Source: an optimization exercise on an open RTL-to-GDS flow (aim: small area and a short achievable clock period). Production flows keep margins and buffers that such runs may drop.
Function was checked by simulation only, so behaviour that the tests miss may differ from the original.

==> job 1273: inputs <==
## iir_filter
module iir_filter (
  input  logic                          clk,
  input  logic                          nrst,
  input  logic                          coef_we,
  input  logic [4-1:0]        coef_addr,
  input  logic signed [16-1:0] coef_data,
  input  logic signed [16-1:0]   din,
  output logic signed [21-1:0]  dout
);
==> module iir_filter, before the edit <==
module iir_filter (
  input  logic                          clk,
  input  logic                          nrst,
  input  logic                          coef_we,
  input  logic [4-1:0]        coef_addr,
  input  logic signed [16-1:0] coef_data,
  input  logic signed [16-1:0]   din,
  output logic signed [21-1:0]  dout
);
  logic        strobe;
  logic        running;
  logic        phase;
  logic [1:0]  idx;
  logic [2:0][15:0] gain, a2;
  logic [5:0][15:0] ab;
  logic [2:0][31:0] w1, w2;
  logic signed [23:0] cur;
  logic signed [34:0] fb;
  logic               fk;
  sample_strobe u_strobe (
    .clk    (clk),
    .nrst   (nrst),
    .hold   (coef_we),
    .strobe (strobe)
  );
  section_sequencer u_seq (
    .clk     (clk),
    .nrst    (nrst),
    .strobe  (strobe),
    .stall   (coef_we),
    .running (running),
    .phase   (phase),
    .idx     (idx)
  );
  logic ph0, ph1;
  assign ph0 = running && !coef_we && !phase;
  assign ph1 = running && !coef_we && phase;
  logic signed [34:0] f_fb;
  logic               f_fk;
  logic [35:0]        w_cy;
  logic signed [23:0] x;
  logic signed [34:0] f_s;
  logic signed [35:0] w_sum;
  logic signed [31:0] w_new;
  logic signed [23:0] y;
  logic signed [20:0] y_out;
  iir_mul_g u_mul_g (
    .g   (gain[0]),
    .xin (cur),
    .x   (x)
  );
  assign w_cy  = {cur[23], cur[23], cur[23], cur[23], cur[23], cur[23], cur[23], cur[23],
                  cur[23], cur[23], cur[23], cur, 1'b1} + {~fb, ~fk};
  assign w_sum = {w_cy[35], w_cy[35:1]};
  logic ovf_w;
  assign ovf_w = !((&w_sum[35:31]) || !(|w_sum[35:31]));
  assign w_new = ovf_w ? {w_sum[35], {31{~w_sum[35]}}} : w_sum[31:0];
  iir_mul_f u_mul_f (
    .c1 (ab[0]),
    .v1 (w1[0]),
    .c2 (a2[0]),
    .v2 (w2[0]),
    .wl (w_new),
    .y  (f_s),
    .fb (f_fb),
    .fk (f_fk)
  );
  logic ovf_y, ovf_o;
  assign ovf_y = !((&f_s[34:23]) || !(|f_s[34:23]));
  assign ovf_o = !((&f_s[34:20]) || !(|f_s[34:20]));
  assign y     = ovf_y ? {f_s[34], {23{~f_s[34]}}} : f_s[23:0];
  assign y_out = ovf_o ? {f_s[34], {20{~f_s[34]}}} : f_s[20:0];
  logic [1:0] base;
  logic [2:0] step;
  assign base = running ? idx : 2'd0;
  assign step = running ? {idx, phase} : 3'd0;
  logic [2:0][1:0] sec_at;
  logic [5:0][3:0] ab_at;
  always_comb begin
    for (int p = 0; p < 3; p++) begin
      sec_at[p] = 2'((base + 2'(p)) % 3);
    end
    for (int p = 0; p < 6; p++) begin
      logic [2:0] sl;
      sl = 3'((step + 3'(p)) % 6);
      ab_at[p] = {sl[2:1], sl[0] ? 2'b01 : 2'b10};
    end
  end
  logic [2:0] hit_g, hit_a2;
  logic [5:0] hit_ab;
  always_comb begin
    for (int p = 0; p < 3; p++) begin
      hit_g[p]  = (coef_addr == {sec_at[p], 2'b00});
      hit_a2[p] = (coef_addr == {sec_at[p], 2'b11});
    end
    for (int p = 0; p < 6; p++) begin
      hit_ab[p] = (coef_addr == ab_at[p]);
    end
  end
  always_ff @(posedge clk or negedge nrst) begin
    if (!nrst) begin
      gain <= '0;
      a2   <= '0;
    end else if (coef_we) begin
      for (int p = 0; p < 3; p++) begin
        if (hit_g[p])  gain[p] <= coef_data;
        if (hit_a2[p]) a2[p]   <= coef_data;
      end
    end else if (running && phase) begin
      gain <= {gain[0], gain[2:1]};
      a2   <= {a2[0], a2[2:1]};
    end
  end
  always_ff @(posedge clk or negedge nrst) begin
    if (!nrst) begin
      ab <= '0;
    end else if (coef_we) begin
      for (int p = 0; p < 6; p++) begin
        if (hit_ab[p]) ab[p] <= coef_data;
      end
    end else if (running) begin
      ab <= {ab[0], ab[5:1]};
    end
  end
  always_ff @(posedge clk or negedge nrst) begin
    if (!nrst) begin
      w1   <= '0;
      w2   <= '0;
      dout <= '0;
    end else if (ph1) begin
      w1 <= {w_new, w1[2:1]};
      w2 <= {w1[0], w2[2:1]};
      if (idx == 2'd2) dout <= y_out;
    end
  end
  always_ff @(posedge clk) begin
    if (strobe) begin
      cur <= {{3{din[15]}}, din, 5'd0};
    end else if (ph0) begin
      cur <= x;
    end else if (ph1) begin
      cur <= y;
    end
  end
  always_ff @(posedge clk) begin
    if (ph0) begin
      fb <= f_fb;
      fk <= f_fk;
    end
  end
endmodule
export LEC_CHECK = 0
export ABC_AREA = 1
export CAP_MARGIN = 20
export CORE_MARGIN = 2
export CORE_UTILIZATION = 55
export SLEW_MARGIN = 20
export SYNTH_HIERARCHICAL = 1
create_clock -name core_clock -period 20.0 [get_ports {clk}]
standard.sh (not shown) runs the stock make flow with config.mk's settings and CLKGATE_MAP_FILE= SYNTH_SCRIPT=/design/flow/synth_recipe.tcl, a recipe that flattens the netlist after the stock synthesis.
==> flow/flow/run.sh <==
#!/bin/bash
# The standard layout, with the setup repair asked to leave a margin
# below the clock period so that it sizes the critical paths up.
set -euo pipefail
bash standard.sh SETUP_SLACK_MARGIN=13 finish > standard_finish.log 2>&1
==> inputs of job 4733, as changes to job 1273 <==
--- a/flow/design.v
+++ b/flow/design.v
@@ -2431,5 +2431,6 @@
   logic [5:0][15:0] ab;
   logic [2:0][31:0] w1, w2;
-  logic signed [23:0] cur;
+  logic signed [34:0] cur;
+  logic signed [34:0] dq;
   logic signed [34:0] fb;
   logic               fk;
@@ -2459,13 +2460,12 @@
   logic signed [35:0] w_sum;
   logic signed [31:0] w_new;
-  logic signed [23:0] y;
-  logic signed [20:0] y_out;
+  logic signed [23:0] cur_s;
+  logic               ovf_c, ovf_o;
   iir_mul_g u_mul_g (
     .g   (gain[0]),
-    .xin (cur),
+    .xin (cur_s),
     .x   (x)
   );
-  assign w_cy  = {cur[23], cur[23], cur[23], cur[23], cur[23], cur[23], cur[23], cur[23],
-                  cur[23], cur[23], cur[23], cur, 1'b1} + {~fb, ~fk};
+  assign w_cy  = {cur, 1'b1} + {~fb, ~fk};
   assign w_sum = {w_cy[35], w_cy[35:1]};
   logic ovf_w;
@@ -2482,9 +2482,8 @@
     .fk (f_fk)
   );
-  logic ovf_y, ovf_o;
-  assign ovf_y = !((&f_s[34:23]) || !(|f_s[34:23]));
-  assign ovf_o = !((&f_s[34:20]) || !(|f_s[34:20]));
-  assign y     = ovf_y ? {f_s[34], {23{~f_s[34]}}} : f_s[23:0];
-  assign y_out = ovf_o ? {f_s[34], {20{~f_s[34]}}} : f_s[20:0];
+  assign ovf_c = !((&cur[34:23]) || !(|cur[34:23]));
+  assign cur_s = ovf_c ? {cur[34], {23{~cur[34]}}} : cur[23:0];
+  assign ovf_o = !((&dq[34:20]) || !(|dq[34:20]));
+  assign dout  = ovf_o ? {dq[34], {20{~dq[34]}}} : dq[20:0];
   logic [1:0] base;
   logic [2:0] step;
@@ -2543,18 +2542,18 @@
       w1   <= '0;
       w2   <= '0;
-      dout <= '0;
+      dq   <= '0;
     end else if (ph1) begin
       w1 <= {w_new, w1[2:1]};
       w2 <= {w1[0], w2[2:1]};
-      if (idx == 2'd2) dout <= y_out;
+      if (idx == 2'd2) dq <= f_s;
     end
   end
   always_ff @(posedge clk) begin
     if (strobe) begin
-      cur <= {{3{din[15]}}, din, 5'd0};
+      cur <= {{14{din[15]}}, din, 5'd0};
     end else if (ph0) begin
-      cur <= x;
+      cur <= {{11{x[23]}}, x};
     end else if (ph1) begin
-      cur <= y;
+      cur <= f_s;
     end
   end
==> flow/flow/run.sh (replaced) <==
#!/bin/bash
# The standard layout, with the setup repair asked to leave a margin
# below the clock period so that it sizes the critical paths up.
set -euo pipefail
bash standard.sh SETUP_SLACK_MARGIN=12.0 finish > standard_finish.log 2>&1
==> inputs of job 147, as changes to job 1273 <==
--- a/flow/design.v
+++ b/flow/design.v
@@ -2431,5 +2431,6 @@
   logic [5:0][15:0] ab;
   logic [2:0][31:0] w1, w2;
-  logic signed [23:0] cur;
+  logic signed [34:0] cur;
+  logic signed [34:0] dq;
   logic signed [34:0] fb;
   logic               fk;
@@ -2459,13 +2460,12 @@
   logic signed [35:0] w_sum;
   logic signed [31:0] w_new;
-  logic signed [23:0] y;
-  logic signed [20:0] y_out;
+  logic signed [23:0] cur_s;
+  logic               ovf_c, ovf_o;
   iir_mul_g u_mul_g (
     .g   (gain[0]),
-    .xin (cur),
+    .xin (cur_s),
     .x   (x)
   );
-  assign w_cy  = {cur[23], cur[23], cur[23], cur[23], cur[23], cur[23], cur[23], cur[23],
-                  cur[23], cur[23], cur[23], cur, 1'b1} + {~fb, ~fk};
+  assign w_cy  = {cur, 1'b1} + {~fb, ~fk};
   assign w_sum = {w_cy[35], w_cy[35:1]};
   logic ovf_w;
@@ -2482,9 +2482,8 @@
     .fk (f_fk)
   );
-  logic ovf_y, ovf_o;
-  assign ovf_y = !((&f_s[34:23]) || !(|f_s[34:23]));
-  assign ovf_o = !((&f_s[34:20]) || !(|f_s[34:20]));
-  assign y     = ovf_y ? {f_s[34], {23{~f_s[34]}}} : f_s[23:0];
-  assign y_out = ovf_o ? {f_s[34], {20{~f_s[34]}}} : f_s[20:0];
+  assign ovf_c = !((&cur[34:23]) || !(|cur[34:23]));
+  assign cur_s = ovf_c ? {cur[34], {23{~cur[34]}}} : cur[23:0];
+  assign ovf_o = !((&dq[34:20]) || !(|dq[34:20]));
+  assign dout  = ovf_o ? {dq[34], {20{~dq[34]}}} : dq[20:0];
   logic [1:0] base;
   logic [2:0] step;
@@ -2543,18 +2542,18 @@
       w1   <= '0;
       w2   <= '0;
-      dout <= '0;
+      dq   <= '0;
     end else if (ph1) begin
       w1 <= {w_new, w1[2:1]};
       w2 <= {w1[0], w2[2:1]};
-      if (idx == 2'd2) dout <= y_out;
+      if (idx == 2'd2) dq <= f_s;
     end
   end
   always_ff @(posedge clk) begin
     if (strobe) begin
-      cur <= {{3{din[15]}}, din, 5'd0};
+      cur <= {{14{din[15]}}, din, 5'd0};
     end else if (ph0) begin
-      cur <= x;
+      cur <= {{11{x[23]}}, x};
     end else if (ph1) begin
-      cur <= y;
+      cur <= f_s;
     end
   end
==> flow/flow/run.sh (replaced) <==
#!/bin/bash
# The standard layout, with the setup repair asked to leave a margin
# below the clock period so that it sizes the critical paths up.
set -euo pipefail
bash standard.sh SETUP_SLACK_MARGIN=13.5 finish > standard_finish.log 2>&1
Settings changed: CORE_UTILIZATION 55 to 65.
==> inputs of job 9587, as changes to job 1273 <==
--- a/flow/design.v
+++ b/flow/design.v
@@ -2431,5 +2431,6 @@
   logic [5:0][15:0] ab;
   logic [2:0][31:0] w1, w2;
-  logic signed [23:0] cur;
+  logic signed [34:0] cur;
+  logic signed [34:0] dq;
   logic signed [34:0] fb;
   logic               fk;
@@ -2459,13 +2460,12 @@
   logic signed [35:0] w_sum;
   logic signed [31:0] w_new;
-  logic signed [23:0] y;
-  logic signed [20:0] y_out;
+  logic signed [23:0] cur_s;
+  logic               ovf_c, ovf_o;
   iir_mul_g u_mul_g (
     .g   (gain[0]),
-    .xin (cur),
+    .xin (cur_s),
     .x   (x)
   );
-  assign w_cy  = {cur[23], cur[23], cur[23], cur[23], cur[23], cur[23], cur[23], cur[23],
-                  cur[23], cur[23], cur[23], cur, 1'b1} + {~fb, ~fk};
+  assign w_cy  = {cur, 1'b1} + {~fb, ~fk};
   assign w_sum = {w_cy[35], w_cy[35:1]};
   logic ovf_w;
@@ -2482,9 +2482,8 @@
     .fk (f_fk)
   );
-  logic ovf_y, ovf_o;
-  assign ovf_y = !((&f_s[34:23]) || !(|f_s[34:23]));
-  assign ovf_o = !((&f_s[34:20]) || !(|f_s[34:20]));
-  assign y     = ovf_y ? {f_s[34], {23{~f_s[34]}}} : f_s[23:0];
-  assign y_out = ovf_o ? {f_s[34], {20{~f_s[34]}}} : f_s[20:0];
+  assign ovf_c = !((&cur[34:23]) || !(|cur[34:23]));
+  assign cur_s = ovf_c ? {cur[34], {23{~cur[34]}}} : cur[23:0];
+  assign ovf_o = !((&dq[34:20]) || !(|dq[34:20]));
+  assign dout  = ovf_o ? {dq[34], {20{~dq[34]}}} : dq[20:0];
   logic [1:0] base;
   logic [2:0] step;
@@ -2543,18 +2542,18 @@
       w1   <= '0;
       w2   <= '0;
-      dout <= '0;
+      dq   <= '0;
     end else if (ph1) begin
       w1 <= {w_new, w1[2:1]};
       w2 <= {w1[0], w2[2:1]};
-      if (idx == 2'd2) dout <= y_out;
+      if (idx == 2'd2) dq <= f_s;
     end
   end
   always_ff @(posedge clk) begin
     if (strobe) begin
-      cur <= {{3{din[15]}}, din, 5'd0};
+      cur <= {{14{din[15]}}, din, 5'd0};
     end else if (ph0) begin
-      cur <= x;
+      cur <= {{11{x[23]}}, x};
     end else if (ph1) begin
-      cur <= y;
+      cur <= f_s;
     end
   end
==> flow/flow/run.sh (replaced) <==
#!/bin/bash
# The standard layout, with the setup repair asked to leave a margin
# below the clock period so that it sizes the critical paths up.
set -euo pipefail
bash standard.sh SETUP_SLACK_MARGIN=13.2 finish > standard_finish.log 2>&1
==> run summary <==
metric	job 1273	job 147	job 4733	job 9587
Status	complete, no violations	complete, no violations	complete, no violations	complete, no violations
Data required, critical path	20.57 ns	20.38 ns	20.49 ns	16.00 ns
Iteration-0 DRC Markers	6208	8893	5358	5934
Slew @ Worst Pin	1.33 ns	1.34 ns	1.18 ns	1.18 ns
Wirelength per Cell	25.6 um	27.1 um	24.5 um	25.6 um
Crit path top cell by count	fa_2	nand2_1	fa_1	-
Max stage delay cell, worst path	fa_2	o22ai_1	a21oi_2	clkdlybuf4s50_1
Post-Synth Simple-Gate Area	15.6%	15.0%	15.0%	15.0%
Global routing usage on met2	59.4%	67.9%	57.5%	59.4%
Final cycle utilization of the critical path	37.5%	35.4%	38.8%	33.7%
Multi-input logic cell count	5545	5617	5597	5617
Highest attainable clock frequency	133 MHz	141 MHz	129 MHz	149 MHz

static timing again, ports no longer ideal:
The flow's constraints put no driver on any port. The routed layouts listed below were extracted and timed again, unchanged, in two steps. Step 1 (the two cells are an assumption about what drives the block):
set clk [get_ports {clk}]
set_driving_cell -lib_cell sky130_fd_sc_hd__clkbuf_16 $clk
set_driving_cell -lib_cell sky130_fd_sc_hd__buf_2 [delete_from_list [all_inputs] $clk]
Step 2 times the ports against the registers' clock, not the clock port: input delays grow and output delays shrink by t, the midpoint of the rising clock arrivals with the driver on. Slacks: ideal / step 1 / step 2; pairs: ideal / step 1.
run	shift t [ns]	setup WS [ns]	latest minus earliest clock arrival (ns)
job 1273	0.742	12.509 / 12.509 / 12.484	0.054 / 0.054
job 4733	0.751	12.234 / 12.234 / 12.234	0.073 / 0.072
job 147	0.762	12.913 / 12.913 / 12.881	0.043 / 0.043
job 9587	0.754	13.267 / 13.186 / 13.118	0.066 / 0.067
After both steps every run listed still meets setup and hold. For job 9587, which loses most, drivers alone change the setup slack by -0.081 ns; drivers and shift together by -0.149 ns. Setup slack includes reset recovery checks.
